From an optimization exercise on the open Yosys and OpenROAD flow, aimed at small area, a short achievable clock period and few clock cycles; shortcuts taken in it are not production practice.
Only simulation tests tie the RTL to the original design; equivalence was not proved.
Power and IR drop assume default switching activity.

==> flow/design.v <==
`timescale 1ns / 1ps
package evad_pkg;
  typedef enum logic [1:0] {
    OP_SAMPLE = 2'd0,
    OP_TICK   = 2'd1,
    OP_OPEN   = 2'd2,
    OP_STOP   = 2'd3
  } op_t;
  localparam logic [2:0] CFG_LOUD_MEAN_SQUARE = 3'd0;
  localparam logic [2:0] CFG_SPEECH_MIN_TIME  = 3'd1;
  localparam logic [2:0] CFG_SILENCE_END_TIME = 3'd2;
  localparam logic [2:0] CFG_MAX_UTTER_TIME   = 3'd3;
  localparam logic [2:0] CFG_TICK_TIME        = 3'd4;
  localparam int CFG_IDX_W  = 3;
  localparam int CFG_DATA_W = 31;
  localparam int LMS_W      = 31;
  localparam int TMS_W      = 16;
  localparam int TICK_W     = 10;
  localparam int SAMPLE_W   = 16;
  localparam int SQ_W       = 31;
  localparam logic [LMS_W-1:0]  LMS_RESET     = 31'd68719;
  localparam logic [TMS_W-1:0]  SPEECH_RESET  = 16'd400;
  localparam logic [TMS_W-1:0]  SILENCE_RESET = 16'd900;
  localparam logic [TMS_W-1:0]  MAX_RESET     = 16'd20000;
  localparam logic [TICK_W-1:0] TICK_RESET    = 10'd50;
  localparam int              TIME_W   = 17;
  localparam logic [TIME_W-1:0] TIME_MAX = 17'h1FFFF;
  typedef struct packed {
    logic valid;
    logic last;
  } level_step_t;
endpackage
`timescale 1ns / 1ps
import evad_pkg::*;
module evad_level #(
  parameter int MAX_BLOCK = 4096
) (
  input  logic             clk,
  input  logic             rst,
  input  logic             lms_we,
  input  logic [LMS_W-1:0] lms_wdata,
  input  evad_pkg::level_step_t step,
  input  logic [SQ_W-1:0]  sq,
  output logic             loud_next
);
  localparam int CNT_W = $clog2(MAX_BLOCK + 1);
  localparam int ACC_W = SQ_W + CNT_W;
  localparam logic [CNT_W-1:0] CNT_LIMIT = CNT_W'(MAX_BLOCK);
  logic [LMS_W-1:0] lms;
  logic [ACC_W-1:0] square_sum;
  logic [ACC_W-1:0] thr;          
  logic [CNT_W-1:0] block_count;
  logic             loud_level;
  logic             cnt_ok;
  logic [ACC_W-1:0] sum_add;
  logic [ACC_W-1:0] thr_add;
  logic [CNT_W-1:0] cnt_add;
  logic [ACC_W-1:0] thr_load;
  assign cnt_ok  = block_count < CNT_LIMIT;
  assign sum_add = cnt_ok ? square_sum + ACC_W'(sq) : square_sum;
  assign thr_add = cnt_ok ? thr + ACC_W'(lms) : thr;
  assign cnt_add = cnt_ok ? block_count + CNT_W'(1) : block_count;
  assign thr_load = ACC_W'(lms_wdata) * ACC_W'(block_count);
  always_comb begin
    loud_next = loud_level;
    if (step.valid && step.last) begin
      loud_next = (cnt_add == '0) ? 1'b0 : (sum_add > thr_add);
    end
  end
  always_ff @(posedge clk) begin
    if (rst) begin
      lms         <= LMS_RESET;
      square_sum  <= '0;
      thr         <= '0;
      block_count <= '0;
      loud_level  <= 1'b0;
    end else begin
      if (lms_we) begin
        lms <= lms_wdata;
        thr <= thr_load;
      end
      if (step.valid) begin
        loud_level <= loud_next;
        if (step.last) begin
          square_sum  <= '0;
          thr         <= '0;
          block_count <= '0;
        end else begin
          square_sum  <= sum_add;
          thr         <= thr_add;
          block_count <= cnt_add;
        end
      end
    end
  end
endmodule
`timescale 1ns / 1ps
import evad_pkg::*;
module energy_vad_endpoint_detector_core #(
  parameter int MAX_BLOCK = 4096
) (
  input  logic                  clk,
  input  logic                  rst,
  input  logic                  s_tvalid,
  output logic                  s_tready,
  input  logic [15:0]           s_tdata,    
  input  logic [1:0]            s_tuser,    
  input  logic                  s_tlast,
  output logic                  m_tvalid,
  input  logic                  m_tready,
  output logic [7:0]            m_tdata,    
  input  logic                  cfg_we,
  input  logic [CFG_IDX_W-1:0]  cfg_index,
  input  logic [CFG_DATA_W-1:0] cfg_wdata
);
  logic [TMS_W-1:0]  speech_min_time;
  logic [TMS_W-1:0]  silence_end_time;
  logic [TMS_W-1:0]  max_utter_time;
  logic [TICK_W-1:0] tick_time;
  always_ff @(posedge clk) begin
    if (rst) begin
      speech_min_time  <= SPEECH_RESET;
      silence_end_time <= SILENCE_RESET;
      max_utter_time   <= MAX_RESET;
      tick_time        <= TICK_RESET;
    end else if (cfg_we) begin
      case (cfg_index)
        CFG_SPEECH_MIN_TIME:  speech_min_time  <= cfg_wdata[TMS_W-1:0];
        CFG_SILENCE_END_TIME: silence_end_time <= cfg_wdata[TMS_W-1:0];
        CFG_MAX_UTTER_TIME:   max_utter_time   <= cfg_wdata[TMS_W-1:0];
        CFG_TICK_TIME:        tick_time        <= cfg_wdata[TICK_W-1:0];
        default: ;
      endcase
    end
  end
  logic valid1;
  logic out_adv;
  logic work;
  assign out_adv  = !m_tvalid || m_tready;
  assign s_tready = !valid1 || out_adv;
  assign work     = valid1 && out_adv;
  logic [SAMPLE_W-1:0] mag;
  logic [SQ_W-1:0]     sq_in;
  evad_pkg::op_t       op1;
  logic                last1;
  logic [SQ_W-1:0]     sq1;
  assign mag   = s_tdata[SAMPLE_W-1] ? (~s_tdata + SAMPLE_W'(1)) : s_tdata;
  assign sq_in = SQ_W'(mag) * SQ_W'(mag);
  always_ff @(posedge clk) begin
    if (rst) begin
      valid1 <= 1'b0;
    end else if (s_tready) begin
      valid1 <= s_tvalid;
    end
  end
  always_ff @(posedge clk) begin
    if (s_tready) begin
      op1   <= evad_pkg::op_t'(s_tuser);
      last1 <= s_tlast;
      sq1   <= sq_in;
    end
  end
  evad_pkg::level_step_t step;
  logic        loud_next;
  assign step.valid = work && (op1 == OP_SAMPLE);
  assign step.last  = last1;
  evad_level #(
    .MAX_BLOCK (MAX_BLOCK)
  ) u_level (
    .clk       (clk),
    .rst       (rst),
    .lms_we    (cfg_we && (cfg_index == CFG_LOUD_MEAN_SQUARE)),
    .lms_wdata (cfg_wdata[LMS_W-1:0]),
    .step      (step),
    .sq        (sq1),
    .loud_next (loud_next)
  );
  logic              turn_open, turn_open_next;
  logic [TIME_W-1:0] speech_time, speech_time_next;
  logic [TIME_W-1:0] quiet_time, quiet_time_next;
  logic              had_speech, had_speech_next;
  logic              end_done, end_done_next;
  logic              endpoint_next, cause_next, forward_next;
  logic [TIME_W:0]   speech_sum, quiet_sum;
  logic [TIME_W-1:0] speech_sat, quiet_sat;
  logic [TIME_W:0]   total;
  assign speech_sum = (TIME_W+1)'(speech_time) + (TIME_W+1)'(tick_time);
  assign quiet_sum  = (TIME_W+1)'(quiet_time) + (TIME_W+1)'(tick_time);
  assign speech_sat = (speech_sum > (TIME_W+1)'(TIME_MAX)) ? TIME_MAX
                                                           : speech_sum[TIME_W-1:0];
  assign quiet_sat  = (quiet_sum > (TIME_W+1)'(TIME_MAX)) ? TIME_MAX
                                                          : quiet_sum[TIME_W-1:0];
  always_comb begin
    turn_open_next   = turn_open;
    speech_time_next = speech_time;
    quiet_time_next  = quiet_time;
    had_speech_next  = had_speech;
    end_done_next    = end_done;
    endpoint_next    = 1'b0;
    cause_next       = 1'b0;
    forward_next     = 1'b0;
    total            = '0;
    case (op1)
      OP_SAMPLE: begin
        forward_next = turn_open;
      end
      OP_TICK: begin
        if (turn_open && !end_done) begin
          if (loud_next) begin
            speech_time_next = speech_sat;
            quiet_time_next  = '0;
            if (speech_sat >= TIME_W'(speech_min_time)) begin
              had_speech_next = 1'b1;
            end
          end else begin
            quiet_time_next = quiet_sat;
            if (had_speech && quiet_sat >= TIME_W'(silence_end_time)) begin
              end_done_next = 1'b1;
              endpoint_next = 1'b1;
            end
          end
          total = (TIME_W+1)'(speech_time_next) + (TIME_W+1)'(quiet_time_next);
          if (!end_done_next && total >= (TIME_W+1)'(max_utter_time)) begin
            end_done_next = 1'b1;
            endpoint_next = 1'b1;
            cause_next    = 1'b1;
          end
        end
      end
      OP_OPEN: begin
        speech_time_next = '0;
        quiet_time_next  = '0;
        had_speech_next  = 1'b0;
        end_done_next    = 1'b0;
        turn_open_next   = 1'b1;
      end
      OP_STOP: begin
        turn_open_next = 1'b0;
      end
      default: ;
    endcase
  end
  always_ff @(posedge clk) begin
    if (rst) begin
      turn_open   <= 1'b0;
      speech_time <= '0;
      quiet_time  <= '0;
      had_speech  <= 1'b0;
      end_done    <= 1'b0;
    end else if (work) begin
      turn_open   <= turn_open_next;
      speech_time <= speech_time_next;
      quiet_time  <= quiet_time_next;
      had_speech  <= had_speech_next;
      end_done    <= end_done_next;
    end
  end
  always_ff @(posedge clk) begin
    if (rst) begin
      m_tvalid <= 1'b0;
    end else if (out_adv) begin
      m_tvalid <= valid1;
    end
  end
  always_ff @(posedge clk) begin
    if (work) begin
      m_tdata <= {2'b00, had_speech_next, forward_next, turn_open_next,
                  loud_next, cause_next, endpoint_next};
    end
  end
endmodule
==> flow/run.sh <==
#!/bin/bash
# synth_recipe.tcl (not shown) runs the flow's synth.tcl, then flattens the netlist and writes it again
# the make line also repeats each setting of config.mk as NAME=value (left out here)
make -C /OpenROAD-flow-scripts/flow DESIGN_CONFIG=/design/flow/config.mk WORK_HOME=/design/flow/orfs CLKGATE_MAP_FILE= SYNTH_SCRIPT=/design/flow/synth_recipe.tcl finish
==> flow/config.mk <==
export PLATFORM = sky130hd
export DESIGN_NAME = energy_vad_endpoint_detector_core
export DESIGN_NICKNAME = energy_vad_endpoint_detector_core
export VERILOG_FILES = /design/flow/design.v
export SDC_FILE = /design/flow/constraint.sdc
export NUM_CORES = 4
export LEC_CHECK = 0
export CAP_MARGIN = 20
export CORE_MARGIN = 2
export CORE_UTILIZATION = 40
export SLEW_MARGIN = 20
==> flow/constraint.sdc <==
create_clock -name core_clock -period 10.0 [get_ports {clk}]
set_input_delay 2.0000 -clock core_clock [delete_from_list [all_inputs] [get_ports {clk}]]
set_output_delay 2.0000 -clock core_clock [all_outputs]
set_load 0.01 [all_outputs]
==> run summary <==
outcome no timing/DRC/antenna violations; Worst-Margin Slew 1.08 ns; Unique masters post-synth 95; total CTS buffers 34; Yosys warnings 2; Async SR Flop Fraction 0%; num rows 113; Slew Viols, Final 0; clk sinks 269; clk_skew 0.0363 ns; Die Height 314 um; Starting Density 40.4%; PwrDens 219 mW/mm^2; Clock Path Buffers 3; Startpoint Class input port; layout cells sized above 1 4.40%; setup violators final 0; Detailed Place HPWL 81200 um; total track usage 21.4%; Overflow after GRT 0; Avg Cell Area, Syn 8.29 um^2; EDFF count, synth 39; Port Buffer Count 65; CP max-delay cell fa_1; CP required 10.31 ns; worst min-delay path class reg -> reg; clock group share of total power 14.7%; Final ANT Viol Nets 0; Internal Power 5.01 mW; Max stage delay on crit path 0.53 ns; Peak Freq 107 MHz; Synth Cell Area 0.0385 mm^2; Sw Ratio 45.1%; Core Area 0.0952 mm^2; TritonCTS clock tree built; Gate power share 68.4%; Max-Cap Viols 0; most used cell, CP inv_1; Final Hold Viols 0; RSZ-0062 raised after global routing no; CTS H-tree lvls 2; drt first pass iters 6; register area 0.00578 mm^2; initial antenna violation count 0; Worst Path Class, Setup in -> reg; # Post-CTS Setup Buffers 0; routability cong. 0.920; fill count 9454; Primary FF master, synth dfxtp_1; Pleak 19.0 nW; switching pwr 4.12 mW; hold_ws 0.455 ns; flops & latches, synth 269; register area share after synthesis 15.0%; final wirelength 104000 um; Die Wd 314 um; area occupied by multi-input gates 0.0295 mm^2; Final period util 93.2%; clock-pin slew on the worst setup and hold paths 0.06 ns; vias per cell 5.37; Final min period 9.32 ns; area delta synth->final 8.50%; Fin Setup TNS 0 ns; Root Buffer clkbuf_16; largest net degree at the start of global routing 83; NumNets Final 5534; Final Util 43.9%; Worst EP arrival 9.63 ns; # IOs 68; Worst Setup End Kind flip-flop; Skew-Pair Late Insertion Delay 0.57 ns; peak supply drop 0.602 mV; sequential group share of total power 16.9%; DRT iter0 DRCs 1951; routed length per instance 17.5 um; Max FO, Critical Path 4; first-pass GRT wire length 172000 um; total die area 0.0986 mm^2; vias in the first global route 32000; via count of the routed design 31700; DRC errors left 0; Gate Count Post-Synth 4639; worst relative slew slack 27.8%
-- metal layers --
metal | up-vias | part of all wire [%] | track usage, %
li1 | 15300 | - | -
met1 | 15700 | 47 | 29.7
met2 | 608 | 48 | 36.1
met3 | 127 | 4.1 | 2.34
met4 | 0 | 1.6 | 3.99
met5 | - | 0 | 0
-- placed cells by master (no fill, tap or decap), drive strengths merged, types with 12 or more instances in the layout --
cell,n
nand2,743
inv,620
fa,487
ha,377
a21oi,273
nor2,252
dfxtp,230
o21ai,177
and2,166
xnor2,103
nand3,90
buf,85
xor2,82
a21o,79
clkdlybuf4s50,64
nor3,61
clkbuf,50
a211oi,40
nand4,39
and3,39
edfxtp,39
o211ai,35
mux2i,33
a22o,32
a31oi,30
nand2b,29
nor2b,29
o21a,25
o21bai,23
mux2,19
a22oi,18
o31ai,17
or3,16
clkinv,16
conb,14
o22ai,13
nor3b,12
-- critical path, delay by kind of cell --
family                     cells  cell delay (ns)
AOI/OAI and AO/OA              8             1.96
and+or+nand+nor                5             0.92
buffers and inverters          8             0.83
adders and majority gates      8             3.49
xor gates and xnor gates       1             0.38
-- layout make-up --
type	count	share of cell area (%)
diodes	1	0.00600
clock buffers	50	2.43
clock inverters	12	0.444
inverters	629	5.66
multi-input cells	3529	70.8
flip-flops and latches	269	13.9
well taps	1265	3.79
repair buffers	149	3.06
-- Yosys cell counts, drive strengths merged (82+ instances only) --
cell,count,area (um^2)
nand2,743,2790
and2,166,1040
o21ai,177,886
dfxtp,230,4600
xnor2,103,910
nand3,90,450
xor2,82,718
fa,487,9750
clkbuf,184,692
ha,377,4720
inv,621,2330
a21oi,273,1370
nor2,252,953
-- power by group through the flow --
stage	clock, mW	combinational [mW]	sequential [mW]
floorplan	0	4.88	1.55
global placement	0	6.24	1.57
detailed placement	0	6.26	1.57
CTS	1.36	6.30	1.55
global route	1.41	7.21	1.55
finish	1.34	6.24	1.55
-- cells by family after synthesis --
group	Yosys count	share of synthesized area, %
AND/OR/NAND/NOR	1524	18.2
AO/OA/AOI/OAI	890	15.1
adder cells (fa/ha/maj)	864	37.6
buffers and inverters	853	8.44
flip-flops	269	15.0
XOR/XNOR	185	4.23
multiplexers	52	1.42
other	2	0.0195
-- flip-flops by register name, indices dropped and copies added, names as in the netlist, 2 cells and up --
signal	flops
max_utter_time	16
op1	2
u_level.thr	44
quiet_time	17
u_level.square_sum	44
speech_min_time	16
sq1	30
m_tdata	6
tick_time	10
u_level.lms	31
u_level.block_count	13
silence_end_time	16
speech_time	17
-- timing repair --
action | CTS | global route
resized for setup | 0 | 6
hold buffers | 0 | 0
setup endpoints to repair | 0 | 3
-- metrics by stage --
step                      std cells  worst slack [ns]  instance area [um^2]  power [mW]
final                          5904             0.682                 41700        9.13
after global routing           5903             0.100                 41700        10.2
after CTS                      5903             0.633                 41700        9.21
after detailed placement       5841             0.127                 40500        7.83
after global placement         5841             0.151                 40500        7.81
after floorplan                4651             0.434                 38500        6.43
-- path summary, 6_finish.rpt --
check,start,slack (ns),cells past startpoint,endpoint
hold reg to reg,speech_min_time[14],0.45,2,speech_min_time[14]
setup / recovery,s_tdata[0],0.68,30,sq1[29]
setup reg to reg,u_level.thr[0],1.09,36,m_tdata[0]
hold / removal,speech_min_time[14],0.45,2,speech_min_time[14]
Testbench counts, summed over its fixed seeds: cycles 160,016.

[afterwards: timing with drivers on the ports]
In the flow no input, the clock included, has a driving cell. The finished layout below was timed again as built, in two steps.
Step 1: set_driving_cell puts a clkbuf_16 on clk and a buf_2 on each other input, an assumption about the parent block.
Step 2, shift: input delay + t, output delay - t, t = (earliest + latest rising clock arrival at the registers) / 2. This alone moves slack from input paths to output paths.
a / b / c = no drivers / after step 1 / after step 2; a / b = the first two.
t (ns): 0.615
setup WS [ns]: 0.682 / 0.723 / 0.108
worst setup path at the end: input to register
After both steps setup and hold are still met in this run. The setup slack of this run moves by +0.041 ns with the drivers and by -0.574 ns with both steps.
